Background: an optimization exercise with open tools, aiming at small area. Do not read the settings as production practice.
At most, simulation tests tie the RTL to the original design; equivalence was not proved.
The RTL of runs 1 and 2 was laid out without a check of its function.
No activity file was given, so power comes from the tool's default toggle rates.

### flow/flow/remap.sh
#!/bin/bash
# remap.sh LIB IN.v TOP ABC_SCRIPT OUT.v STAT
# Re-maps the combinational logic of a mapped netlist for area. Registers are
# kept as they are (same instances, names and cell types): every flip-flop
# cell is a black box while ABC re-maps the rest.
set -euo pipefail
LIB=$1; IN=$2; TOP=$3; ABC=$4; OUT=$5; STAT=$6
YS=$(mktemp --suffix=.ys -p "$(dirname "$OUT")")
cat > "$YS" <<YS
read_liberty -ignore_miss_func $LIB
read_verilog $IN
hierarchy -top $TOP
blackbox sky130_fd_sc_hd__df* sky130_fd_sc_hd__edf*
flatten
delete t:\$scopeinfo
opt_clean
abc -script $ABC -liberty $LIB -dont_use *lpflow* -dont_use *probe* -dont_use sky130_fd_sc_hd__dlygate* -dont_use sky130_fd_sc_hd__clkdly*
read_liberty -lib -ignore_redef $LIB
hierarchy -top $TOP
setundef -zero
splitnets
opt_clean -purge
hilomap -singleton -hicell sky130_fd_sc_hd__conb_1 HI -locell sky130_fd_sc_hd__conb_1 LO
insbuf -buf sky130_fd_sc_hd__buf_1 A X
opt_clean -purge
check -assert -mapped
tee -o $STAT stat -liberty $LIB
write_verilog -noattr -noexpr -nohex -nodec $OUT
YS
${YOSYS_EXE:-yosys} -s "$YS"
rm -f "$YS"
### flow/flow/area.abc
strash; dch -f; amap; strash; dch -f; amap; topo
### flow/flow/run.sh
#!/bin/bash
# Standard ORFS layout with three changes:
#  * after the standard synthesis, the combinational logic is re-mapped by ABC
#    for area (flow/remap.sh); the registers stay exactly as synthesized
#  * ports are buffered with the smallest buffer rather than a delay cell
#  * CTS inserts no dummy loads and uses small clock buffers
# Each step writes its full output to its own log in this folder.
set -euo pipefail
HERE=$(pwd)
RES=$HERE/orfs/results/$FLOW_PLATFORM/router/base
LIB=$FLOW_HOME/platforms/$FLOW_PLATFORM/lib/sky130_fd_sc_hd__tt_025C_1v80.lib
if [[ -x $FLOW_HOME/../tools/install/yosys/bin/yosys ]]; then
  export YOSYS_EXE=$FLOW_HOME/../tools/install/yosys/bin/yosys
fi
KNOBS=(
  BUFFER_PORTS_ARGS="-buffer_cell sky130_fd_sc_hd__buf_1"
  CTS_ARGS="-sink_clustering_enable -repair_clock_nets -dont_use_dummy_load -buf_list sky130_fd_sc_hd__clkbuf_4 -root_buf sky130_fd_sc_hd__clkbuf_8 -sink_clustering_size 8 -sink_clustering_max_diameter 40"
)

bash standard.sh "${KNOBS[@]}" synth > 1_standard_synth.log 2>&1

cp "$RES/1_2_yosys.v" "$HERE/1_2_yosys_standard.v"
bash flow/remap.sh "$LIB" "$HERE/1_2_yosys_standard.v" "$FLOW_TOP" "$HERE/flow/area.abc" \
  "$HERE/1_2_yosys_remapped.v" "$HERE/remap_stat.txt" > 2_remap.log 2>&1
cp "$HERE/1_2_yosys_remapped.v" "$RES/1_2_yosys.v"
rm -f "$RES/1_synth.odb" "$RES/1_synth.sdc"

bash standard.sh "${KNOBS[@]}" finish > 3_standard_finish.log 2>&1
### flow/constraint.sdc
create_clock -name core_clock -period 5.0 [get_ports {clk_i}]
set_input_delay 1.0000 -clock core_clock [delete_from_list [all_inputs] [get_ports {clk_i}]]
set_output_delay 1.0000 -clock core_clock [all_outputs]
set_load 0.01 [all_outputs]
### flow/design.v
package router_pkg;
  typedef logic [4-1:0] port_idx_t;
  typedef logic [16-1:0] port_vec_t;
endpackage
module router (
  input  logic                     clk_i,
  input  logic                     rst_n_i,
  input  logic [16-1:0] din_i,
  input  logic [16-1:0] frame_n_i,
  input  logic [16-1:0] valid_n_i,
  output logic [16-1:0] dout_o,
  output logic [16-1:0] frame_n_o,
  output logic [16-1:0] valid_n_o
);
  localparam int P = 16;
  localparam int W = 4;
  localparam logic [2:0] S_IDLE = 3'b000;
  localparam logic [2:0] S_A1   = 3'b100;
  localparam logic [2:0] S_A2   = 3'b110;
  localparam logic [2:0] S_A3   = 3'b111;
  localparam logic [2:0] S_PAY  = 3'b011;
  localparam logic [2:0] S_DISC = 3'b001;
  localparam logic [2:0] S_IL1  = 3'b010;
  logic [2:0]   st_q [P];
  logic [P-1:0] b0_q, b1_q, b2_q;    
  logic [P-1:0] x_q;
  logic [P-1:0] v0;                  
  logic [P-1:0] v1_q;                
  logic [P-1:0] l1;                  
  logic [P-1:0] addr_done;
  logic [3:0]   addr_hi [P];        
  logic [3:0]   addr_lo [P];        
  for (genvar i = 0; i < P; i++) begin : g_in
    logic [2:0] st_d;
    logic       is_pay;
    logic       is_addr;
    assign is_pay  = (st_q[i] == S_PAY);
    assign v0[i]   = x_q[i] && ((st_q[i] == S_PAY) || (st_q[i] == S_IL1));
    assign l1[i]   = x_q[i] && ((st_q[i] == S_IDLE) || (st_q[i] == S_A1));
    assign is_addr = (st_q[i] == S_A1) || (st_q[i] == S_A2) || (st_q[i] == S_A3);
    assign addr_done[i] = (st_q[i] == S_A3) && !frame_n_i[i];
    for (genvar k = 0; k < 4; k++) begin : g_dec
      assign addr_hi[i][k] = addr_done[i] && ({din_i[i], b0_q[i]} == 2'(k));
      assign addr_lo[i][k] = ({b1_q[i], b2_q[i]} == 2'(k));
    end
    always_comb begin
      if (frame_n_i[i]) begin
        st_d = is_addr ? S_DISC : (is_pay ? S_IL1 : S_IDLE);
      end else begin
        case (st_q[i])
          S_IDLE:  st_d = S_A1;
          S_IL1:   st_d = S_A1;
          S_A1:    st_d = S_A2;
          S_A2:    st_d = S_A3;
          S_A3:    st_d = S_PAY;
          S_DISC:  st_d = S_DISC;
          default: st_d = S_PAY;
        endcase
      end
    end
    always_ff @(posedge clk_i) begin
      if (!rst_n_i) begin
        st_q[i] <= S_IDLE;
      end else begin
        st_q[i] <= st_d;
      end
    end
    always_ff @(posedge clk_i) begin
      b0_q[i] <= din_i[i];
      b1_q[i] <= b0_q[i];
      b2_q[i] <= b1_q[i];
      v1_q[i] <= v0[i];
      x_q[i]  <= (is_pay && !valid_n_i[i]) || (st_q[i] == S_IL1);
    end
  end
  for (genvar d = 0; d < P; d++) begin : g_out
    logic [P-1:0] req;
    logic         busy_q;
    logic [W-1:0] idx_q;
    logic [W-1:0] pick;
    logic         any_req;
    logic         sel_valid;
    logic         sel_bit;
    logic         sel_last;
    logic         frame_low;
    logic         nx_vn_q, nx_q_q;    
    logic         out_vn_q, out_q_q;  
    for (genvar i = 0; i < P; i++) begin : g_req
      assign req[i] = addr_hi[i][d / 4] & addr_lo[i][d % 4];
    end
    logic [7:0] o1;
    logic       p1 [8];
    logic [3:0] o2;
    logic [1:0] p2 [4];
    logic [1:0] o3;
    logic [2:0] p3 [2];
    for (genvar j = 0; j < 8; j++) begin : g_l1
      assign o1[j] = req[2*j] | req[2*j+1];
      assign p1[j] = ~req[2*j];
    end
    for (genvar j = 0; j < 4; j++) begin : g_l2
      assign o2[j] = o1[2*j] | o1[2*j+1];
      assign p2[j] = o1[2*j] ? {1'b0, p1[2*j]} : {1'b1, p1[2*j+1]};
    end
    for (genvar j = 0; j < 2; j++) begin : g_l3
      assign o3[j] = o2[2*j] | o2[2*j+1];
      assign p3[j] = o2[2*j] ? {1'b0, p2[2*j]} : {1'b1, p2[2*j+1]};
    end
    assign any_req = o3[0] | o3[1];
    assign pick    = o3[0] ? {1'b0, p3[0]} : {1'b1, p3[1]};
    assign sel_valid = busy_q & v1_q[idx_q];
    assign sel_bit   = b1_q[idx_q];
    assign sel_last  = l1[idx_q];
    assign frame_low = busy_q & (sel_valid | ((nx_q_q | ~nx_vn_q) & ~sel_last));
    always_ff @(posedge clk_i) begin
      if (!rst_n_i) begin
        busy_q   <= 1'b0;
        nx_vn_q  <= 1'b1;
        nx_q_q   <= 1'b0;
        out_vn_q <= 1'b1;
        out_q_q  <= 1'b0;
      end else begin
        busy_q   <= busy_q ? ~sel_last : any_req;
        nx_vn_q  <= ~sel_valid;
        nx_q_q   <= sel_valid ? sel_bit : frame_low;
        out_vn_q <= nx_vn_q;
        out_q_q  <= nx_q_q;
      end
    end
    always_ff @(posedge clk_i) begin
      if (!busy_q) begin
        idx_q <= pick;
      end
    end
    assign valid_n_o[d] = out_vn_q;
    assign dout_o[d]    = ~out_vn_q & out_q_q;
    assign frame_n_o[d] = out_vn_q & ~out_q_q;
  end
endmodule
### flow/config.mk
export PLATFORM = sky130hd
export DESIGN_NAME = router
export DESIGN_NICKNAME = router
export VERILOG_FILES = /design/flow/design.v
export SDC_FILE = /design/flow/constraint.sdc
export NUM_CORES = 4
export LEC_CHECK = 0
export CAP_MARGIN = 20
export CORE_MARGIN = 2
export CORE_UTILIZATION = 40
export PLACE_DENSITY = 0.6
export SLEW_MARGIN = 20
### flow/standard.sh
#!/bin/bash
# synth_recipe.tcl (not shown) runs the flow's synth.tcl, then flattens the netlist and writes it again
# the make line also repeats each setting of config.mk as NAME=value (left out here)
make -C /OpenROAD-flow-scripts/flow DESIGN_CONFIG=/design/flow/config.mk WORK_HOME=/design/flow/orfs CLKGATE_MAP_FILE= SYNTH_SCRIPT=/design/flow/synth_recipe.tcl "${@:-finish}"
==> results of run 1 <==
state kept, by name, indices dropped and copies added, names as in the netlist:
name and count:
g_out.busy_q 16, v1_q 16, b0_q 16, g_out.nx_q_q 16, x_q 16, g_out.out_vn_q 16
g_out.nx_vn_q 16, g_out.idx_q 64, b1_q 16, g_out.out_q_q 16, b2_q 16, st_q 48
per-stage QoR:
| step | total power [mW] | cell area (um2) |
|---|---|---|
| after floorplan | 2.555 | 17670 |
| after global placement | 2.768 | 19150 |
| after detailed placement | 2.774 | 19170 |
| after CTS | 4.169 | 19620 |
| after global routing | 4.303 | 19620 |
| final | 4.170 | 19620 |
area by class of cell:
cell class                 count  area (um2)
antenna                        1       2.502
multi-input combinational   1925       10750
tap                          585       732.0
clock buffer                  56       451.7
fill                        4533       23740
sequential                   272        6086
timing repair buffer         149       754.5
inverter                     224       843.3
per-layer routing:
layer	track usage [%]	wire length (um)	vias up
met5	0	55	-
met4	22.48	7036	10
met3	11.59	12700	488
met2	58.59	38200	1743
met1	53.65	37550	10270
li1	-	-	9625
worst max-delay path by stage:
stage	to	slack [ns]	startpoint	cells past startpoint
4_1_cts	g_out[9].busy_q	1.55	frame_n_i[3]	10
6_report	g_out[12].busy_q	1.33	frame_n_i[3]	10
3_3_place_gp	g_out[13].busy_q	0.64	frame_n_i[3]	10
2_1_floorplan	g_out[9].nx_q_q	1.62	rst_n_i	3
5_1_grt	g_out[12].busy_q	1.16	frame_n_i[3]	10
3_5_place_dp	g_out[9].busy_q	0.91	frame_n_i[3]	10
power groups by stage:
stage | Sequential (mW) | Combinational, mW | Clock, mW
2_1_floorplan | 2.37 | 0.181 | 0
3_3_place_gp | 2.38 | 0.384 | 0
3_5_place_dp | 2.39 | 0.388 | 0
4_1_cts | 2.34 | 0.389 | 1.44
5_1_grt | 2.34 | 0.427 | 1.53
6_report | 2.34 | 0.416 | 1.42
critical path: stages:
cell,delay (ns)
buf_1,0.11
clkinv_1,0.11
nand4_1,0.30
or2_0,0.18
or2_0,0.51
o21ai_0,0.31
nor4_1,0.78
o211ai_1,0.18
o21ai_0,0.53
a21oi_1,0.14
cells in the final DEF (no fill, tap or decap), types with 5 or more instances in the layout:
cell / count
or3_1: 73
o21ai_0: 108
buf_4: 52
nand2_1: 157
nor2_1: 538
nor3_1: 154
a222oi_1: 6
dfxtp_1: 208
nand4b_1: 9
nor3_4: 16
a21oi_1: 106
clkbuf_8: 5
nand4_1: 20
a2111oi_0: 16
clkbuf_4: 51
or2_0: 65
o32a_1: 9
clkinv_1: 223
nand2b_1: 5
a22oi_1: 21
o21a_1: 5
o22ai_1: 217
a32oi_1: 8
nor2b_1: 47
o221a_1: 11
o22a_1: 35
o41ai_1: 6
a221oi_1: 52
a31oi_1: 21
a211oi_1: 20
o221ai_1: 69
edfxtp_1: 64
a32o_1: 6
nor4_1: 44
o32ai_1: 18
buf_1: 97
nand3_1: 36
==> flow_summary.json, run 1 <==
{
  "placedCellCount": 3155,
  "sw_frac_of_total_pct": 29.33,
  "vdd_drop_max_uv": 160.4,
  "rows": 76,
  "grt_max_degree": 70,
  "outcome": "timing/DRC/antenna clean",
  "gp_congestion": 1.107,
  "htreeDepth": 2,
  "die_y_um": 214.2,
  "critPathArrivalTime_ns": 4.15,
  "clockBufferDepth": 3,
  "p_leak_nw": 6.314,
  "clock_latency_ns": 0.66,
  "avgSynthCellArea_um2": 7.155,
  "die_area_um2": 45860,
  "routed_wl_mm": 95.54,
  "clock-sinks": 272,
  "antenna_found_initial": 5,
  "min_path_type": "reg -> reg",
  "relSlewSlack_pct": 32.24,
  "whs_ns": 0.3699,
  "hold_viol": 0,
  "drcViolationCount": 0,
  "syn-num-nets": 2519,
  "num-nets-final": 2678,
  "r2r_slack_ns": 1.47,
  "grt_pass1_wl_mm": 136.9,
  "finalSetupViolCount": 0,
  "syn_inst": 2469,
  "end_kind": "flop",
  "intPower_mw": 2.947,
  "path_clk_slew_ns": 0.07,
  "period_share_pct": 73.47,
  "combPwrFrac_pct": 10.0,
  "holdPathStages": 0,
  "critPathMaxFanout": 7,
  "vias_per_cell": 6.891,
  "power_density_nw_per_um2": 212.5,
  "crit_type": "in -> reg",
  "worstHoldEndpoint": "b1_q[0]",
  "fin_crit_ns": 3.674,
  "power_frac_seq_pct": 56.1,
  "ios": 98,
  "dp_hpwl_mm": 69.63,
  "vias": 22130,
  "initial_core_util_pct": 40.74,
  "tritoncts": "yes",
  "reg2reg_depth": 9,
  "hold_buffers": 0,
  "switching_power_mw": 1.223,
  "globalRoute.totalOverflow": 0,
  "postCtsResizedCells": 0,
  "cts_made_buffers": 56,
  "synth_area_um2": 17670,
  "holdCritStartpoint": "b0_q[0]",
  "portBuffers": 97,
  "rsz0062_at_grt": "no",
  "die_w_um": 214.2,
  "drtIter0Drc": 3706,
  "final_cells": 3212,
  "pre_cts_ws_ns": 0.9054,
  "drtPass1Iterations": 9,
  "final_antenna_net_count": 0,
  "drive_gt1_share_pct": 4.836,
  "coreArea_um2": 43360,
  "timing.rr.start": "b1_q[7]",
  "timing.fmax_ghz": 0.2722,
  "ys_warn_count": 52,
  "tns_ns": 0,
  "cp-start-kind": "primary input",
  "area_growth_pct": 11.07,
  "grtUsageTotal_pct": 40.35,
  "root_buffer": "clkbuf_8",
  "worst_slew_pin_slew_ns": 1.007,
  "r2r_end": "g_out[9].busy_q",
  "skew_ns": 0.05748,
  "power.share.clock_pct": 34.0,
  "postCtsSetupBuffers": 0,
  "wl_per_cell_um": 29.74,
  "postLayoutCoreUtil_pct": 45.25,
  "finalWorstSetupSlack_ns": 1.326,
  "max_cap_violations": 0,
  "slew_violations": 0,
  "grt_pass1_vias": 19890,
  "cp.required_ns": 5.47
}
==> run 2: changes to the inputs <==
--- a/flow/config.mk
+++ b/flow/config.mk
@@ -5,8 +5,9 @@
 export SDC_FILE = /design/flow/constraint.sdc
 export NUM_CORES = 4
 export LEC_CHECK = 0
-export CAP_MARGIN = 20
+export CAP_MARGIN = 0
 export CORE_MARGIN = 2
 export CORE_UTILIZATION = 40
+export GPL_TIMING_DRIVEN = 0
 export PLACE_DENSITY = 0.6
-export SLEW_MARGIN = 20
+export SLEW_MARGIN = 0
==> run 2 against run 1 <==
  * Now fails the layout checks on negative setup slack
  * Power decreased by 2.2%
  * Clock skew up 0.047 ns
  * Die area is the same
  * Combinational power is 16% lower
  * Largest power group unchanged
==> flow_summary.json, run 2 <==
{
  "max_cap_violations": 0,
  "critPathMaxFanout": 13,
  "final_antenna_net_count": 0,
  "postCtsSetupBuffers": 0,
  "dp_hpwl_mm": 68.65,
  "violations": "negative setup slack",
  "hold_viol": 0,
  "cts_made_buffers": 52,
  "place_area_um2": 19210,
  "initial_core_util_pct": 40.74,
  "grt_pass1_wl_mm": 130.7,
  "rows": 76,
  "vdd_drop_max_uv": 175.6,
  "routed_wl_mm": 91.73,
  "skew_ns": 0.1048,
  "die_w_um": 214.2,
  "power_density_nw_per_um2": 207.7,
  "die_area_um2": 45860,
  "area_growth_pct": 11.18,
  "vias_per_cell": 6.697,
  "ys_warn_count": 52,
  "crit_end": "g_out[9].idx_q[0]",
  "globalRoute.totalOverflow": 0,
  "finalWorstSetupSlack_ns": -0.001410,
  "crit_family": "simple AND/OR/NAND/NOR gates",
  "p_leak_nw": 6.357,
  "drive_gt1_share_pct": 3.849,
  "timing.rr.start": "b1_q[5]",
  "final_area_um2": 19640,
  "final_cell_mix": "538 x nor2_1, 223 x clkinv_1, 217 x o22ai_1",
  "regArea_um2": 6086,
  "largest_reg_flops": 64,
  "fin_crit_ns": 5.001,
  "cp_slowest_stage_delay_ns": 1.13,
  "hold_buffers": 0,
  "cp.required_ns": 5.37,
  "syn-num-nets": 2519,
  "avgSynthCellArea_um2": 7.155,
  "reg_top3": "g_out.idx_q x64, st_q x48",
  "vias": 21690,
  "slew_violations": 0,
  "top_register": "g_out.idx_q",
  "timing.fmax_ghz": 0.1999,
  "worst_slew_pin_slew_ns": 1.338,
  "reg2reg_depth": 8,
  "min_path_type": "reg -> reg",
  "fill_cells": 4583,
  "finalSetupViolCount": 1,
  "clockBufferDepth": 3,
  "end_kind": "flop",
  "drtIter0Drc": 3948,
  "grtUsageTotal_pct": 38.56,
  "critPathArrivalTime_ns": 5.37,
  "tritoncts": "yes",
  "ios": 98,
  "clock_latency_ns": 0.68,
  "relSlewSlack_pct": 9.962,
  "grt_pass1_vias": 19610,
  "root_buffer": "clkbuf_8",
  "wl_per_cell_um": 28.32,
  "r2r_slack_ns": -0.001,
  "die_y_um": 214.2,
  "htreeDepth": 2,
  "grt_max_degree": 107,
  "cp_cell_sequence": "clkinv_1, nand2_1, nor2_1, or3_1, nor4_1, o21ai_0, a21oi_1, nor3_1",
  "period_share_pct": 100.0,
  "multi_input_area_um2": 10640,
  "outcome": "failed layout checks",
  "portBuffers": 97,
  "gp_congestion": 1.045,
  "clock-sinks": 272,
  "critPathSlowestCell": "clkinv_1",
  "rsz0062_at_grt": "no",
  "whs_ns": 0.3522,
  "final_common_cell": "nor2_1",
  "cp-start-kind": "flop",
  "coreArea_um2": 43360,
  "antenna_found_initial": 4,
  "num-nets-final": 2702,
  "path_clk_slew_ns": 0.09,
  "drcViolationCount": 0,
  "cp-startpoint": "b1_q[5]",
  "critPathBufInv": 1,
  "drtPass1Iterations": 12,
  "syn_inst": 2469,
  "crit_type": "reg -> reg",
  "path_depth": 8,
  "synth_area_um2": 17670,
  "postCtsResizedCells": 0,
  "r2r_end": "g_out[9].idx_q[0]"
}
## run 2: changes by cell type in the layout (fill, tap and decap cells not counted), moves of 3 or more
| cell | delta |
|---|---|
| buf_8 | +3 |
| diode_2 | +3 |
| buf_4 | -49 |
| nor3_2 | +16 |
| buf_1 | +47 |
| nor3_4 | -16 |
| buf_6 | +26 |
| clkbuf_4 | -4 |
## run 2: how the worst min path moves through the flow
stage,slack (ns),start,depth (start not counted),end
floorplan,0.34,b0_q[14],0,b1_q[14]
global placement,0.35,b0_q[7],0,b1_q[7]
detailed placement,0.35,b0_q[0],0,b1_q[0]
CTS,0.35,b0_q[1],0,b1_q[1]
global route,0.36,b0_q[1],0,b1_q[1]
finish,0.35,b0_q[1],0,b1_q[1]
## run 2: where the power goes
| group | total (mW) | switching [mW] | internal [mW] |
|---|---|---|---|
| sequential | 2.37 | 0.0924 | 2.28 |
| clock | 1.36 | 0.835 | 0.520 |
| combinational | 0.351 | 0.247 | 0.103 |
| total | 4.08 | 1.17 | 2.91 |
## run 2: cell type report
| cell class | instances | area share [%] |
|---|---|---|
| multi-input combinational | 1925 | 54.17 |
| sequential | 272 | 30.99 |
| inverter | 224 | 4.307 |
| tap | 585 | 3.727 |
| timing repair buffer | 129 | 3.695 |
| clock buffer | 52 | 2.147 |
| buffer | 48 | 0.9174 |
| antenna | 4 | 0.05097 |
## run 2: metal layers
metal,vias to the layer above,GRT usage (%),part of all wire [%]
met5,-,0,0.014
met4,2,22.20,7.1
met3,420,10.23,12
met2,1570,56.58,41
met1,10030,51.05,40
li1,9668,-,-
## run 2: stage by stage
stage	TNS [ns]	total power [mW]	worst slack, ns	utilization [%]	std cells
floorplan	0	2.555	1.620	-	2469
global placement	-116.26	2.724	-1.619	43.27	3151
finish	-0.001410	4.080	-0.001410	45.29	3239
CTS	0	4.089	0.3598	45.27	3235
global route	0	4.209	0.1159	45.28	3237
detailed placement	0	2.751	0.3242	44.30	3183
==> run 3: changes to the inputs <==
--- a/flow/design.v
+++ b/flow/design.v
@@ -23,10 +23,8 @@
   localparam logic [2:0] S_IL1  = 3'b010;
   logic [2:0]   st_q [P];
   logic [P-1:0] b0_q, b1_q, b2_q;    
-  logic [P-1:0] x_q;
-  logic [P-1:0] v0;                  
-  logic [P-1:0] v1_q;                
-  logic [P-1:0] l1;                  
+  logic [P-1:0] v0_q, v1_q;          
+  logic [P-1:0] l1_q;                
   logic [P-1:0] addr_done;
   logic [3:0]   addr_hi [P];        
   logic [3:0]   addr_lo [P];        
@@ -35,8 +33,6 @@
     logic       is_pay;
     logic       is_addr;
     assign is_pay  = (st_q[i] == S_PAY);
-    assign v0[i]   = x_q[i] && ((st_q[i] == S_PAY) || (st_q[i] == S_IL1));
-    assign l1[i]   = x_q[i] && ((st_q[i] == S_IDLE) || (st_q[i] == S_A1));
     assign is_addr = (st_q[i] == S_A1) || (st_q[i] == S_A2) || (st_q[i] == S_A3);
     assign addr_done[i] = (st_q[i] == S_A3) && !frame_n_i[i];
     for (genvar k = 0; k < 4; k++) begin : g_dec
@@ -69,8 +65,9 @@
       b0_q[i] <= din_i[i];
       b1_q[i] <= b0_q[i];
       b2_q[i] <= b1_q[i];
-      v1_q[i] <= v0[i];
-      x_q[i]  <= (is_pay && !valid_n_i[i]) || (st_q[i] == S_IL1);
+      v0_q[i] <= is_pay && !valid_n_i[i];
+      v1_q[i] <= v0_q[i];
+      l1_q[i] <= (st_q[i] == S_IL1);
     end
   end
   for (genvar d = 0; d < P; d++) begin : g_out
@@ -110,7 +107,7 @@
     assign pick    = o3[0] ? {1'b0, p3[0]} : {1'b1, p3[1]};
     assign sel_valid = busy_q & v1_q[idx_q];
     assign sel_bit   = b1_q[idx_q];
-    assign sel_last  = l1[idx_q];
+    assign sel_last  = l1_q[idx_q];
     assign frame_low = busy_q & (sel_valid | ((nx_q_q | ~nx_vn_q) & ~sel_last));
     always_ff @(posedge clk_i) begin
       if (!rst_n_i) begin
==> flow/config.mk (replaced) <==
export PLATFORM = sky130hd
export DESIGN_NAME = router
export DESIGN_NICKNAME = router
export VERILOG_FILES = /design/flow/design.v
export SDC_FILE = /design/flow/constraint.sdc
export NUM_CORES = 4
export LEC_CHECK = 0
export CAP_MARGIN = 20
export CORE_MARGIN = 2
export CORE_UTILIZATION = 40
export PLACE_DENSITY = 0.6
export SLEW_MARGIN = 20
==> run 3 against run 2 <==
  * The run now finishes clean
  * Design area decreased by 1.5%
  * Critical path depth increased by 2
  * Die area fell by 0.31%
  * Combinational power up 5.7%
  * Flip-flop and latch count is 16 higher
  * Cell count fell by 5.3%
  * Non-clock buffer count is 32 lower
  * Synthesized cell count decreased by 5.7%
  * Global-route usage grew 0.59 points
  * Critical path type unchanged
  * Largest power group unchanged
==> flow_summary.json, run 3 <==
{
  "outcome": "timing/DRC/antenna clean",
  "critPathSlowestCell": "or3_1",
  "die_w_um": 213.8,
  "portBuffers": 97,
  "die_area_um2": 45720,
  "postLayoutCoreUtil_pct": 44.69,
  "cp_slowest_stage_delay_ns": 0.58,
  "hold_buffers": 0,
  "grt_pass1_wl_mm": 128.2,
  "regArea_um2": 6407,
  "vias_per_cell": 6.898,
  "fin_crit_ns": 3.310,
  "postCtsResizedCells": 0,
  "initial_core_util_pct": 40.70,
  "tns_ns": 0,
  "finalSetupViolCount": 0,
  "clock-sinks": 288,
  "cp_cell_sequence": "buf_4, clkinv_1, or3_1, nor2_1, nor2_1, nor2_1, nor3_1, nor2_1, nor4_1, nor3_1",
  "cp-start-kind": "flop",
  "timing.rr.start": "b1_q[11]",
  "p_leak_nw": 5.824,
  "crit_family": "simple AND/OR/NAND/NOR gates",
  "reg_top3": "g_out.idx_q x64, st_q x48",
  "cp-startpoint": "b1_q[11]",
  "worst_slew_pin_slew_ns": 1.261,
  "clock_latency_ns": 0.67,
  "end_kind": "flop",
  "critPathArrivalTime_ns": 3.66,
  "die_y_um": 213.8,
  "drcViolationCount": 0,
  "globalRoute.totalOverflow": 0,
  "hold_viol": 0,
  "grt_max_degree": 72,
  "ios": 98,
  "cp.required_ns": 5.35,
  "finalPower_mw": 4.253,
  "cts_made_buffers": 55,
  "multi_input_area_um2": 10260,
  "drtPass1Iterations": 8,
  "power_density_nw_per_um2": 219.9,
  "drive_gt1_share_pct": 4.232,
  "rows": 76,
  "fill_cells": 4498,
  "clockBufferDepth": 3,
  "ys_warn_count": 52,
  "grt_pass1_vias": 18880,
  "relSlewSlack_pct": 15.84,
  "gp_congestion": 1.113,
  "drtIter0Drc": 3289,
  "htreeDepth": 2,
  "postCtsSetupBuffers": 0,
  "slew_violations": 0,
  "top_register": "g_out.idx_q",
  "final_common_cell": "o22ai_1",
  "final_cells": 3067,
  "holdCritStartpoint": "v0_q[11]",
  "routed_wl_mm": 90.73,
  "wl_per_cell_um": 29.58,
  "critPathBufInv": 2,
  "coreArea_um2": 43270,
  "path_clk_slew_ns": 0.10,
  "synth_area_um2": 17610,
  "vdd_drop_max_uv": 197.8,
  "final_antenna_net_count": 0,
  "min_path_type": "reg -> reg",
  "rsz0062_at_grt": "no",
  "period_share_pct": 66.19,
  "syn_inst": 2329,
  "crit_type": "reg -> reg",
  "dp_hpwl_mm": 65.77,
  "max_cap_violations": 0,
  "area_growth_pct": 9.805,
  "path_common_cell": "nor2_1",
  "antenna_found_initial": 3,
  "grtUsageTotal_pct": 39.15,
  "root_buffer": "clkbuf_8",
  "tritoncts": "yes",
  "syn-num-nets": 2379,
  "place_area_um2": 18890,
  "vias": 21160,
  "placedCellCount": 3011,
  "final_cell_mix": "425 x o22ai_1, 414 x nor2_1, 223 x dfxtp_1",
  "skew_ns": 0.09019,
  "critPathMaxFanout": 17,
  "final_area_um2": 19340,
  "timing.fmax_ghz": 0.3021,
  "num-nets-final": 2533,
  "largest_reg_flops": 64,
  "avgSynthCellArea_um2": 7.561
}
## run 3: cell count changes in the layout (fill, tap and decap cells not counted), sizes merged, moves of 18 or more
cell | previous run | this run
a31oi | 21 | 39
buf | 177 | 145
a221oi | 52 | 5
nor3 | 170 | 79
o22ai | 217 | 425
o221ai | 69 | 132
a21oi | 106 | 71
nor2b | 47 | 78
clkinv | 224 | 201
nand2 | 157 | 84
nor2 | 538 | 414
o22a | 35 | 17
## run 3: power by group
| group | leakage (nW) | internal [mW] | switching, mW |
|---|---|---|---|
| Sequential | 2.34 | 2.41 | 0.0605 |
| Clock | 0.266 | 0.548 | 0.866 |
| Combinational | 3.22 | 0.108 | 0.264 |
## run 3: final cells by class
class                      count  share of cell area [%]
antenna                        1                 0.01294
clock buffer                  55                   2.297
inverter                     202                   3.934
multi-input combinational   1791                   53.09
timing repair buffer         145                   3.747
sequential                   288                   33.14
tap                          585                   3.785
## run 3: path summary, 6_finish.rpt
path / slack, ns / depth (start not counted) / end
max: 1.69 / 10 / g_out[14].idx_q[0]
min: 0.28 / 0 / v1_q[11]
min reg2reg: 0.28 / 0 / v1_q[11]
max reg2reg: 1.69 / 10 / g_out[14].idx_q[0]
## run 3: worst reg2reg max path: cells and delay by family (launching register included)
kind                   cells  cell delay (ns)
DFF                        1             0.32
and+or+nand+nor            8             1.98
buffers and inverters      2             0.77
## run 3: metal layers
metal	track usage, %	vias to the layer above	share of wire, %
li1	-	9428	-
met1	52.76	9887	40
met3	10.19	383	12
met2	56.91	1455	41
met4	21.60	2	6.6
met5	0	-	0.014
## run 3: through the flow
stage / setup slack, ns / hold WS (ns)
5_1_grt: 1.497 / 0.2867
2_1_floorplan: 1.403 / 0.3096
3_5_place_dp: 1.124 / 0.3128
3_3_place_gp: 1.148 / 0.3102
6_report: 1.690 / 0.2838
4_1_cts: 1.613 / 0.2863
==> run 4: changes to the inputs <==
--- a/flow/flow/run.sh
+++ b/flow/flow/run.sh
@@ -2,7 +2,7 @@
 # Standard ORFS layout with three changes:
 #  * after the standard synthesis, the combinational logic is re-mapped by ABC
 #    for area (flow/remap.sh); the registers stay exactly as synthesized
-#  * ports are buffered with the smallest buffer rather than a delay cell
+#  * ports are buffered with a small buffer rather than a delay cell
 #  * CTS inserts no dummy loads and uses small clock buffers
 # Each step writes its full output to its own log in this folder.
 set -euo pipefail
@@ -13,7 +13,7 @@
   export YOSYS_EXE=$FLOW_HOME/../tools/install/yosys/bin/yosys
 fi
 KNOBS=(
-  BUFFER_PORTS_ARGS="-buffer_cell sky130_fd_sc_hd__buf_1"
+  BUFFER_PORTS_ARGS="-buffer_cell sky130_fd_sc_hd__buf_2"
   CTS_ARGS="-sink_clustering_enable -repair_clock_nets -dont_use_dummy_load -buf_list sky130_fd_sc_hd__clkbuf_4 -root_buf sky130_fd_sc_hd__clkbuf_8 -sink_clustering_size 8 -sink_clustering_max_diameter 40"
 )
 
==> run 4 against run 3 <==
  * First-iteration DRC count grew 7.8%
  * Worst setup slack got worse by 0.55 ns
  * Critical path depth increased by 4
  * Register-to-register slack worse by 0.49 ns
  * Critical path type is now in -> reg
==> flow_summary.json, run 4 <==
{
  "outcome": "timing/DRC/antenna clean",
  "tns_ns": 0,
  "holdCritStartpoint": "v0_q[11]",
  "grtUsageTotal_pct": 40.15,
  "min_path_type": "reg -> reg",
  "r2r_slack_ns": 1.20,
  "crit_type": "in -> reg",
  "hold_buffers": 0,
  "die_y_um": 213.8,
  "path_clk_slew_ns": 0.09,
  "rsz0062_at_grt": "no",
  "syn-num-nets": 2379,
  "power.share.clock_pct": 33.3,
  "timing.rr.start": "st_q[5][2]",
  "globalRoute.totalOverflow": 0,
  "cp-start-kind": "primary input",
  "postCtsResizedCells": 0,
  "drtPass1Iterations": 9,
  "area_growth_pct": 10.68,
  "vias": 21450,
  "rows": 76,
  "power_density_nw_per_um2": 219.2,
  "clock-sinks": 288,
  "avgSynthCellArea_um2": 7.561,
  "postCtsSetupBuffers": 0,
  "grt_pass1_wl_mm": 132.1,
  "fin_crit_ns": 3.863,
  "final_cell_mix": "425 x o22ai_1, 414 x nor2_1, 224 x dfxtp_1",
  "final_antenna_net_count": 0,
  "num-nets-final": 2537,
  "die_area_um2": 45720,
  "holdPathStages": 0,
  "skew_ns": 0.07409,
  "die_w_um": 213.8,
  "reg2reg_depth": 13,
  "drive_gt1_share_pct": 8.290,
  "postLayoutCoreUtil_pct": 45.05,
  "worst_slew_pin_slew_ns": 1.282,
  "finalSetupViolCount": 0,
  "reg_top3": "g_out.idx_q x64, st_q x48",
  "switching_power_mw": 1.212,
  "max_cap_violations": 0,
  "grt_pass1_vias": 19230,
  "diodes": 0,
  "worstHoldEndpoint": "v1_q[11]",
  "critPathMaxFanout": 5,
  "portBuffers": 97,
  "placedCellCount": 3016,
  "relSlewSlack_pct": 14.42,
  "synth_area_um2": 17610,
  "gp_congestion": 1.056,
  "intPower_mw": 3.060,
  "final_cells": 3070,
  "r2r_end": "g_out[10].idx_q[1]",
  "clockBufferDepth": 3,
  "tritoncts": "yes",
  "critPathArrivalTime_ns": 4.24,
  "sw_frac_of_total_pct": 28.38,
  "grt_max_degree": 50,
  "htreeDepth": 2,
  "wl_per_cell_um": 30.22,
  "vdd_drop_max_uv": 174.5,
  "largest_reg_flops": 64,
  "hold_viol": 0,
  "top_register": "g_out.idx_q",
  "root_buffer": "clkbuf_8",
  "dp_hpwl_mm": 66.66,
  "final_common_cell": "o22ai_1",
  "vias_per_cell": 6.988,
  "drcViolationCount": 0,
  "clock_latency_ns": 0.67,
  "ios": 98,
  "slew_violations": 0,
  "routed_wl_mm": 92.76,
  "cp.required_ns": 5.38,
  "timing.fmax_ghz": 0.2589,
  "p_leak_nw": 6.084,
  "coreArea_um2": 43270,
  "cts_made_buffers": 54,
  "end_kind": "flop",
  "initial_core_util_pct": 40.70,
  "period_share_pct": 77.25,
  "ys_warn_count": 52,
  "drtIter0Drc": 3545,
  "antenna_found_initial": 4,
  "combPwrFrac_pct": 9.1,
  "power_frac_seq_pct": 57.6,
  "syn_inst": 2329
}
[run 4: critical path, cell delays in order]
cell,delay (ns)
buf_2,0.11
nor2b_1,0.06
nand3_1,0.14
or3_1,0.30
nor2_1,0.09
nor2_1,0.29
o21ai_0,0.16
or2_0,0.27
nor4_1,0.77
clkinv_1,0.26
o21ai_0,0.47
a31oi_1,0.12
nor2_1,0.15
nor3_1,0.06
[run 4: per-stage QoR]
stage                     area, um2  power (mW)  setup WS [ns]  hold slack, ns
after floorplan               17610       2.689          1.403          0.3096
after global placement        19050       2.872         0.4531          0.3113
after detailed placement      19050       2.879         0.5463          0.3121
after CTS                     19490       4.277          1.236          0.3102
after global routing          19490       4.415         0.9501          0.3186
final                         19490       4.273          1.137          0.3086
[run 4: power by group through the flow]
stage | combinational [mW] | clock, mW | sequential, mW
after detailed placement | 0.367 | 0 | 2.51
after floorplan | 0.172 | 0 | 2.52
after global routing | 0.405 | 1.54 | 2.47
after CTS | 0.368 | 1.45 | 2.46
final | 0.388 | 1.42 | 2.46
after global placement | 0.362 | 0 | 2.51
[run 4: worst max-delay path by stage]
stage | start | slack, ns | cells past startpoint | end
global placement | frame_n_i[5] | 0.45 | 14 | g_out[10].idx_q[1]
detailed placement | frame_n_i[5] | 0.55 | 14 | g_out[10].idx_q[1]
floorplan | rst_n_i | 1.40 | 4 | g_out[1].nx_q_q
finish | frame_n_i[5] | 1.14 | 14 | g_out[10].idx_q[1]
CTS | frame_n_i[5] | 1.24 | 14 | g_out[10].idx_q[1]
global route | frame_n_i[5] | 0.95 | 14 | g_out[10].idx_q[1]
[run 4: cell type report]
type,instances,area (um2)
Sequential cell,288,6406
Tap cell,585,732.0
Timing Repair Buffer,150,883.3
Clock buffer,54,436.7
Inverter,202,760.7
Fill cell,4441,23780
Multi-Input combinational cell,1791,10270
[run 4: metal layers]
| layer | routed length, um | vias to the layer above | track usage, % |
|---|---|---|---|
| li1 | - | 9426 | - |
| met1 | 36860 | 10060 | 54.03 |
| met2 | 37780 | 1541 | 58.31 |
| met3 | 12120 | 424 | 11.41 |
| met4 | 5988 | 2 | 20.86 |
| met5 | 13 | - | 0 |
==> run 5: changes to the inputs <==
--- a/flow/flow/run.sh
+++ b/flow/flow/run.sh
@@ -2,7 +2,7 @@
 # Standard ORFS layout with three changes:
 #  * after the standard synthesis, the combinational logic is re-mapped by ABC
 #    for area (flow/remap.sh); the registers stay exactly as synthesized
-#  * ports are buffered with a small buffer rather than a delay cell
+#  * ports are buffered with the smallest buffer rather than a delay cell
 #  * CTS inserts no dummy loads and uses small clock buffers
 # Each step writes its full output to its own log in this folder.
 set -euo pipefail
@@ -13,7 +13,7 @@
   export YOSYS_EXE=$FLOW_HOME/../tools/install/yosys/bin/yosys
 fi
 KNOBS=(
-  BUFFER_PORTS_ARGS="-buffer_cell sky130_fd_sc_hd__buf_2"
+  BUFFER_PORTS_ARGS="-buffer_cell sky130_fd_sc_hd__buf_1"
   CTS_ARGS="-sink_clustering_enable -repair_clock_nets -dont_use_dummy_load -buf_list sky130_fd_sc_hd__clkbuf_4 -root_buf sky130_fd_sc_hd__clkbuf_8 -sink_clustering_size 8 -sink_clustering_max_diameter 40"
 )
 
--- a/flow/flow/remap.sh
+++ b/flow/flow/remap.sh
@@ -1,8 +1,9 @@
 #!/bin/bash
 # remap.sh LIB IN.v TOP ABC_SCRIPT OUT.v STAT
 # Re-maps the combinational logic of a mapped netlist for area. Registers are
-# kept as they are (same instances, names and cell types): every flip-flop
-# cell is a black box while ABC re-maps the rest.
+# kept as they are (same instances, names and cell types, only some drive
+# strengths change): every flip-flop cell is a black box while ABC re-maps the
+# rest.
 set -euo pipefail
 LIB=$1; IN=$2; TOP=$3; ABC=$4; OUT=$5; STAT=$6
 YS=$(mktemp --suffix=.ys -p "$(dirname "$OUT")")
@@ -24,6 +25,10 @@
 insbuf -buf sky130_fd_sc_hd__buf_1 A X
 opt_clean -purge
 check -assert -mapped
+# The second stage of each input's delay line feeds every output's crossbar:
+# give those registers the stronger flip-flop of the same type up front,
+# instead of a buffer from the placer's repair
+chtype -set sky130_fd_sc_hd__dfxtp_2 c:b1_q* c:v1_q* c:l1_q*
 tee -o $STAT stat -liberty $LIB
 write_verilog -noattr -noexpr -nohex -nodec $OUT
 YS
==> run 5 against run 4 <==
  * Critical endpoint is now g_out[9].busy_q
  * Synthesized cell count did not move
  * Critical path type is now reg -> reg
  * Cell count down 0.91%
  * First-iteration DRC count is 7.0% lower
  * Synthesized area rose by 0.34%
  * Flip-flop and latch count is the same
  * Critical path depth decreased by 4
==> flow_summary.json, run 5 <==
{
  "reg_top3": "g_out.idx_q x64, st_q x48",
  "syn-num-nets": 2379,
  "die_y_um": 214.2,
  "postLayoutCoreUtil_pct": 43.61,
  "finalSetupViolCount": 0,
  "final_common_cell": "o22ai_1",
  "timing.rr.start": "b1_q[4]",
  "rsz0062_at_grt": "no",
  "cp-start-kind": "flop",
  "crit_type": "reg -> reg",
  "vias": 21180,
  "slew_violations": 0,
  "tritoncts": "yes",
  "area_growth_pct": 8.419,
  "coreArea_um2": 43930,
  "outcome": "timing/DRC/antenna clean",
  "initial_core_util_pct": 40.22,
  "met2_usage_pct": 56.55,
  "end_kind": "flop",
  "hold_buffers": 0,
  "relSlewSlack_pct": 31.38,
  "ios": 98,
  "synth_area_um2": 17670,
  "worst_slew_pin_slew_ns": 1.021,
  "power_density_nw_per_um2": 221.4,
  "htreeDepth": 2,
  "tns_ns": 0,
  "drcViolationCount": 0,
  "num-nets-final": 2499,
  "final_cells": 3042,
  "rows": 77,
  "cp_slowest_stage_delay_ns": 0.82,
  "switching_power_mw": 1.195,
  "timing.fmax_ghz": 0.2699,
  "die_w_um": 214.2,
  "gr-usage-met1_pct": 51.50,
  "clock-sinks": 288,
  "portBuffers": 97,
  "cp.required_ns": 5.51,
  "critPathArrivalTime_ns": 4.21,
  "period_share_pct": 74.11,
  "postCtsSetupBuffers": 0,
  "clock_latency_ns": 0.68,
  "grt_pass1_vias": 18990,
  "combPwrFrac_pct": 7.1,
  "dp_hpwl_mm": 65.63,
  "routed_wl_mm": 91.64,
  "globalRoute.totalOverflow": 0,
  "grt_use_met3_pct": 9.844,
  "path_common_cell": "nor2_1",
  "critPathMaxFanout": 17,
  "sw_frac_of_total_pct": 28.17,
  "top_usage_layer": "met2",
  "ys_warn_count": 52,
  "worstHoldEndpoint": "v1_q[13]",
  "power_frac_seq_pct": 59.6,
  "grtUsageTotal_pct": 38.44,
  "vias_per_cell": 6.963,
  "final_antenna_net_count": 0,
  "r2r_slack_ns": 1.29,
  "max_cap_violations": 0,
  "cp_cell_sequence": "clkinv_1, nand2_1, nor2_1, nor2_1, o21ai_0, or2_0, nor4_1, nand4_1, a21oi_1, nor2_1",
  "clockBufferDepth": 3,
  "fin_crit_ns": 3.705,
  "final_cell_mix": "425 x o22ai_1, 414 x nor2_1, 201 x clkinv_1",
  "drive_gt1_share_pct": 4.863,
  "antenna_found_initial": 3,
  "postCtsResizedCells": 0,
  "avgSynthCellArea_um2": 7.587,
  "die_area_um2": 45870,
  "skew_ns": 0.08552,
  "holdPathStages": 0,
  "drtIter0Drc": 3298,
  "gp_congestion": 1.062,
  "min_path_type": "reg -> reg",
  "placedCellCount": 2984,
  "p_leak_nw": 5.667,
  "grt_pass1_wl_mm": 130.3,
  "cts_made_buffers": 54,
  "power.share.clock_pct": 33.2,
  "drtPass1Iterations": 12,
  "holdCritStartpoint": "v0_q[13]",
  "hold_viol": 0,
  "root_buffer": "clkbuf_8",
  "top_register": "g_out.idx_q",
  "critPathSlowestCell": "dfxtp_2",
  "r2r_end": "g_out[9].busy_q",
  "vdd_drop_max_uv": 147.0,
  "grt_max_degree": 52,
  "largest_reg_flops": 64,
  "path_clk_slew_ns": 0.09,
  "intPower_mw": 3.047,
  "reg2reg_depth": 10,
  "wl_per_cell_um": 30.12,
  "syn_inst": 2329
}
## run 5: changes by cell type in the layout (fill, tap and decap cells not counted), sizes merged
| cell | change |
|---|---|
| buf | -38 |
| diode | +3 |
## run 5: critical path: cells and delay by family (launching register included)
kind,cells,cell delay (ns)
and+or+nand+nor,7,1.87
DFF,1,0.82
buffers and inverters,1,0.50
AOI/OAI and AO/OA,2,0.39
## run 5: worst max-delay path by stage
stage,from,endpoint,cells after the start
floorplan,rst_n_i,g_out[1].nx_q_q,4
global route,b1_q[4],g_out[9].busy_q,10
finish,b1_q[4],g_out[9].busy_q,10
CTS,g_out[3].idx_q[0],g_out[3].busy_q,7
global placement,frame_n_i[14],g_out[3].idx_q[0],13
detailed placement,frame_n_i[14],g_out[3].idx_q[0],13
## run 5: layer usage
metal | share of wire (%) | wire length [um] | vias up
met3 | 12 | 11240 | 401
met2 | 41 | 37820 | 1577
li1 | - | - | 9330
met4 | 6.5 | 5975 | 0
met1 | 40 | 36600 | 9874
met5 | 0 | 0 | -
## run 5: cell type report
| cell class | instances | area (um2) |
|---|---|---|
| fill | 4614 | 24780 |
| timing repair buffer | 112 | 474.2 |
| inverter | 202 | 760.7 |
| clock buffer | 54 | 436.7 |
| sequential | 288 | 6466 |
| multi-input combinational | 1791 | 10270 |
| tap | 592 | 740.7 |
| antenna | 3 | 7.507 |
## run 5: per-stage QoR
| step | hold WS, ns | instance area (um2) | setup slack (ns) | power (mW) |
|---|---|---|---|---|
| 3_3_place_gp | 0.3100 | 18710 | 1.299 | 2.858 |
| 2_1_floorplan | 0.3095 | 17670 | 1.403 | 2.692 |
| 6_report | 0.3089 | 19160 | 1.295 | 4.241 |
| 3_5_place_dp | 0.3120 | 18710 | 1.291 | 2.865 |
| 4_1_cts | 0.3124 | 19140 | 1.300 | 4.245 |
| 5_1_grt | 0.3035 | 19150 | 1.165 | 4.383 |
## run 5: power by group through the flow
| stage | Clock (mW) | Sequential (mW) | Combinational [mW] |
|---|---|---|---|
| after floorplan | 0 | 2.52 | 0.172 |
| after global placement | 0 | 2.57 | 0.287 |
| final | 1.41 | 2.53 | 0.303 |
| after detailed placement | 0 | 2.57 | 0.292 |
| after global routing | 1.53 | 2.53 | 0.323 |
| after CTS | 1.43 | 2.52 | 0.293 |
==> run 6: changes to the inputs <==
--- a/flow/flow/run.sh
+++ b/flow/flow/run.sh
@@ -14,7 +14,7 @@
 fi
 KNOBS=(
   BUFFER_PORTS_ARGS="-buffer_cell sky130_fd_sc_hd__buf_1"
-  CTS_ARGS="-sink_clustering_enable -repair_clock_nets -dont_use_dummy_load -buf_list sky130_fd_sc_hd__clkbuf_4 -root_buf sky130_fd_sc_hd__clkbuf_8 -sink_clustering_size 8 -sink_clustering_max_diameter 40"
+  CTS_ARGS="-sink_clustering_enable -repair_clock_nets -dont_use_dummy_load -buf_list sky130_fd_sc_hd__clkbuf_4 -root_buf sky130_fd_sc_hd__clkbuf_8 -sink_clustering_size 10 -sink_clustering_max_diameter 50"
 )
 
 bash standard.sh "${KNOBS[@]}" synth > 1_standard_synth.log 2>&1
==> run 6 against run 5 <==
  * Cell count decreased by 0.49%
  * First-iteration DRC count increased by 2.2%
  * Critical endpoint is now g_out[12].busy_q
  * Utilization decreased by 0.23 points
==> flow_summary.json, run 6 <==
{
  "globalRoute.totalOverflow": 0,
  "power_density_nw_per_um2": 214.7,
  "syn_inst": 2329,
  "avgSynthCellArea_um2": 7.587,
  "finalSetupViolCount": 0,
  "ios": 98,
  "skew_ns": 0.08120,
  "root_buffer": "clkbuf_8",
  "num-nets-final": 2486,
  "vdd_drop_max_uv": 181.6,
  "timing.fmax_ghz": 0.2727,
  "die_w_um": 214.2,
  "postCtsResizedCells": 0,
  "cts_made_buffers": 41,
  "critPathArrivalTime_ns": 4.16,
  "rows": 77,
  "wl_per_cell_um": 30.22,
  "portBuffers": 97,
  "ys_warn_count": 52,
  "die_y_um": 214.2,
  "drtIter0Drc": 3369,
  "path_clk_slew_ns": 0.10,
  "min_path_type": "reg -> reg",
  "grtUsageTotal_pct": 38.39,
  "end_kind": "flop",
  "grt_max_degree": 52,
  "antenna_found_initial": 2,
  "vias": 21050,
  "crit_type": "reg -> reg",
  "cp-start-kind": "flop",
  "dp_hpwl_mm": 65.63,
  "slew_violations": 0,
  "clockBufferDepth": 3,
  "tritoncts": "yes",
  "fill_cells": 4618,
  "max_cap_violations": 0,
  "critPathMaxFanout": 17,
  "syn-num-nets": 2379,
  "top_register": "g_out.idx_q",
  "period_share_pct": 73.33,
  "tns_ns": 0,
  "fin_crit_ns": 3.667,
  "gp_congestion": 1.062,
  "final_cell_mix": "425 x o22ai_1, 414 x nor2_1, 201 x clkinv_1",
  "synth_area_um2": 17670,
  "r2r_slack_ns": 1.33,
  "hold_viol": 0,
  "cp.required_ns": 5.49,
  "final_common_cell": "o22ai_1",
  "initial_core_util_pct": 40.22,
  "clock-sinks": 288,
  "grt_pass1_vias": 18930,
  "largest_reg_flops": 64,
  "postCtsSetupBuffers": 0,
  "vias_per_cell": 6.954,
  "place_area_um2": 18710,
  "relSlewSlack_pct": 35.46,
  "hold_buffers": 0,
  "htreeDepth": 2,
  "grt_pass1_wl_mm": 130.1,
  "drcViolationCount": 0,
  "outcome": "timing/DRC/antenna clean",
  "drive_gt1_share_pct": 4.355,
  "area_growth_pct": 7.839,
  "worst_slew_pin_slew_ns": 0.9608,
  "coreArea_um2": 43930,
  "die_area_um2": 45870,
  "final_antenna_net_count": 0,
  "drtPass1Iterations": 8,
  "rsz0062_at_grt": "no",
  "clock_latency_ns": 0.65,
  "routed_wl_mm": 91.49,
  "reg_top3": "g_out.idx_q x64, st_q x48",
  "p_leak_nw": 5.607,
  "final_area_um2": 19050
}
## run 6: changes by cell type in the layout (fill, tap and decap cells not counted), sizes merged
cell / before / now
diode: 3 / 1
clkbuf: 54 / 41
## run 6: power breakdown
part           internal, mW  switching (mW)  leakage (nW)
logic                0.0992           0.202          3.05
registers              2.41           0.121          2.36
clock network         0.425           0.835         0.202
## run 6: layer usage
metal,GRT usage [%],vias up,part of all wire (%)
li1,-,9301,-
met1,52.30,9845,41
met2,56.73,1517,41
met3,8.383,387,11
met4,20.46,0,6.4
met5,0,-,0
## run 6: final cells by class
type / count / area, um2 / share of cell area (%)
sequential: 288 / 6466 / 33.94
inverter: 202 / 760.7 / 3.992
antenna: 1 / 2.502 / 0.01313
tap: 592 / 740.7 / 3.887
multi-input combinational: 1791 / 10270 / 53.90
timing repair buffer: 112 / 474.2 / 2.489
clock buffer: 41 / 339.1 / 1.780
## run 6: path summary, 6_finish.rpt
kind           start          endpoint  cells past startpoint
min reg2reg  b0_q[8]           b1_q[8]                      0
max          b1_q[5]  g_out[12].busy_q                     10
min          b0_q[8]           b1_q[8]                      0
max reg2reg  b1_q[5]  g_out[12].busy_q                     10
## run 6: critical path: stages (launching register included)
cell and delay, ns:
dfxtp_2 0.79, clkinv_1 0.49, nand2_1 0.38, nor2_1 0.11
nor2_1 0.17, o21ai_0 0.12, or2_0 0.35, nor4_1 0.61
nand4_1 0.32, nand2_1 0.15, a21oi_1 0.07
## run 6: stage by stage
| step | worst slack (ns) | hold slack, ns | utilization (%) | std cells | total power [mW] |
|---|---|---|---|---|---|
| 5_1_grt | 1.145 | 0.3318 | 43.37 | 3026 | 4.229 |
| 6_report | 1.333 | 0.3232 | 43.37 | 3027 | 4.091 |
| 3_5_place_dp | 1.291 | 0.3120 | 42.58 | 2984 | 2.865 |
| 2_1_floorplan | 1.403 | 0.3095 | - | 2329 | 2.692 |
| 4_1_cts | 1.323 | 0.3254 | 43.36 | 3025 | 4.092 |
| 3_3_place_gp | 1.299 | 0.3100 | 42.58 | 2984 | 2.858 |
==> run 7: changes to the inputs <==
--- a/flow/config.mk
+++ b/flow/config.mk
@@ -7,6 +7,6 @@
 export LEC_CHECK = 0
 export CAP_MARGIN = 20
 export CORE_MARGIN = 2
-export CORE_UTILIZATION = 40
-export PLACE_DENSITY = 0.6
+export CORE_UTILIZATION = 50
+export PLACE_DENSITY = 0.65
 export SLEW_MARGIN = 20
==> run 7 against run 6 <==
  * Global-route usage rose by 7.2 points
  * Count of clock-buffer cells in the layout stayed put
  * Synthesized area unchanged
  * Sequential power about the same
  * Clock power about the same
  * Hold slack got worse by 0.040 ns
  * Via count increased by 1.7%
  * Cell count shrank 4.7%
  * First-iteration DRC count up 22%
  * Routed wire length shrank 7.2%
  * Combinational power decreased by 2%
  * Synthesized cell count unchanged
  * Critical endpoint is now g_out[13].busy_q
  * Largest cell class unchanged
  * Largest power group unchanged
==> flow_summary.json, run 7 <==
{
  "outcome": "timing/DRC/antenna clean",
  "clockBufferDepth": 3,
  "ios": 98,
  "largest_reg_flops": 64,
  "skew_ns": 0.1118,
  "top_register": "g_out.idx_q",
  "cp-start-kind": "flop",
  "area_growth_pct": 6.635,
  "avgSynthCellArea_um2": 7.587,
  "routed_wl_mm": 84.91,
  "syn_inst": 2329,
  "hold_buffers": 0,
  "drtIter0Drc": 4106,
  "grt_pass1_vias": 18960,
  "p_leak_nw": 5.578,
  "root_buffer": "clkbuf_8",
  "portBuffers": 97,
  "end_kind": "flop",
  "regArea_um2": 6466,
  "vias_per_cell": 7.420,
  "gp_congestion": 1.174,
  "grt_max_degree": 62,
  "postCtsSetupBuffers": 0,
  "slew_violations": 0,
  "vdd_drop_max_uv": 241.4,
  "rows": 68,
  "final_common_cell": "o22ai_1",
  "htreeDepth": 2,
  "grt_pass1_wl_mm": 122.1,
  "dp_hpwl_mm": 60.50,
  "timing.fmax_ghz": 0.2830,
  "worst_slew_pin_slew_ns": 0.9683,
  "die_w_um": 192.0,
  "globalRoute.totalOverflow": 0,
  "place_area_um2": 18500,
  "crit_type": "reg -> reg",
  "antenna_found_initial": 4,
  "vias": 21400,
  "reg_top3": "g_out.idx_q x64, st_q x48",
  "multi_input_area_um2": 10260,
  "critPathMaxFanout": 17,
  "drcViolationCount": 0,
  "final_area_um2": 18840,
  "coreArea_um2": 34710,
  "initial_core_util_pct": 50.90,
  "fill_cells": 3359,
  "ys_warn_count": 52,
  "final_antenna_net_count": 0,
  "fin_crit_ns": 3.534,
  "cts_made_buffers": 41,
  "tritoncts": "yes",
  "drtPass1Iterations": 17,
  "wl_per_cell_um": 29.44,
  "relSlewSlack_pct": 34.85,
  "drive_gt1_share_pct": 4.038,
  "final_cell_mix": "425 x o22ai_1, 414 x nor2_1, 201 x clkinv_1",
  "postCtsResizedCells": 0,
  "clock_latency_ns": 0.67,
  "die_y_um": 192.0,
  "rsz0062_at_grt": "no",
  "hold_viol": 0,
  "max_cap_violations": 0,
  "cp.required_ns": 5.51,
  "syn-num-nets": 2379,
  "min_path_type": "reg -> reg",
  "synth_area_um2": 17670,
  "clock-sinks": 288,
  "critPathArrivalTime_ns": 4.04,
  "tns_ns": 0,
  "num-nets-final": 2479,
  "die_area_um2": 36860,
  "path_clk_slew_ns": 0.10,
  "power_density_nw_per_um2": 217.3,
  "grtUsageTotal_pct": 45.57,
  "period_share_pct": 70.68,
  "finalSetupViolCount": 0
}
[run 7: layout make-up]
class | instances | area share, %
Sequential cell | 288 | 34.32
Timing Repair Buffer | 105 | 2.318
Multi-Input combinational cell | 1791 | 54.48
Inverter | 202 | 4.037
Clock buffer | 41 | 1.800
Antenna cell | 2 | 0.02656
Tap cell | 455 | 3.021
[run 7: through the flow]
step	setup slack [ns]	hold WS [ns]	instances	utilization, %	power [mW]
2_1_floorplan	1.403	0.3095	2329	-	2.692
3_3_place_gp	1.388	0.3118	2841	53.29	2.844
3_5_place_dp	1.349	0.3168	2841	53.29	2.851
4_1_cts	1.705	0.3078	2882	54.26	4.069
5_1_grt	1.301	0.3060	2882	54.26	4.192
6_report	1.466	0.2830	2884	54.28	4.095
[run 7: per-layer routing]
metal  share of wire, %  track usage, %
met5              0.054               0
met4                8.5           29.01
met3                 15           17.81
met2                 39           62.76
met1                 38           59.06
[run 7: worst paths after layout]
path | cells past startpoint | from | endpoint | slack (ns)
worst max-delay path | 10 | b1_q[4] | g_out[13].busy_q | 1.47
worst min-delay path | 0 | v0_q[15] | v1_q[15] | 0.28
worst max register to register | 10 | b1_q[4] | g_out[13].busy_q | 1.47
worst min register to register | 0 | v0_q[15] | v1_q[15] | 0.28
[run 7: power breakdown]
group / switching (mW) / total [mW] / internal (mW)
clock network: 0.844 / 1.27 / 0.425
registers: 0.122 / 2.53 / 2.41
logic: 0.195 / 0.295 / 0.0998
[run 7: critical path, cell delays in order, from the launching register on]
cell and delay (ns):
dfxtp_2 0.75, clkinv_1 0.40, nand2_1 0.30, nor2_1 0.13, nor2_1 0.21, o21ai_0 0.15
or2_0 0.28, nor3_1 0.44, nand2_1 0.12, o41ai_1 0.48, a21oi_1 0.15

-- what the ideal ports hide --
In the flow no input, the clock included, has a driving cell. The finished layouts below were timed again as built, in two steps. Step 1 assumes that a clkbuf_16 drives the clock port and a buf_2 every other input. Step 2 adds t to the input delays and takes it off the output delays; t is the mean of the earliest and latest rising clock arrival at the registers after step 1. Input paths then give back, and output paths get back, about the clock's delay inside the block. Three values: ideal, step 1, step 2; two values: the first two.
run	t, ns	slack for setup (ns)	worst setup path at the end	slew at the worst register clock pin (ns)
run 1	0.691	1.326 / 1.341 / 0.651	input to register	0.10 / 0.10
run 2	0.681	-0.001 / -0.001 / -0.001	register to register	0.09 / 0.09
run 3	0.684	1.690 / 1.690 / 1.101	input to register	0.10 / 0.10
run 4	0.694	1.137 / 1.169 / 0.475	input to register	0.09 / 0.09
run 5	0.695	1.295 / 1.295 / 1.169	input to register	0.09 / 0.09
run 6	0.654	1.333 / 1.333 / 1.130	input to register	0.11 / 0.11
run 7	0.667	1.466 / 1.466 / 1.173	input to register	0.12 / 0.12
The setup slack of run 1, which loses most, moves by +0.015 ns with the drivers and by -0.675 ns with both steps.
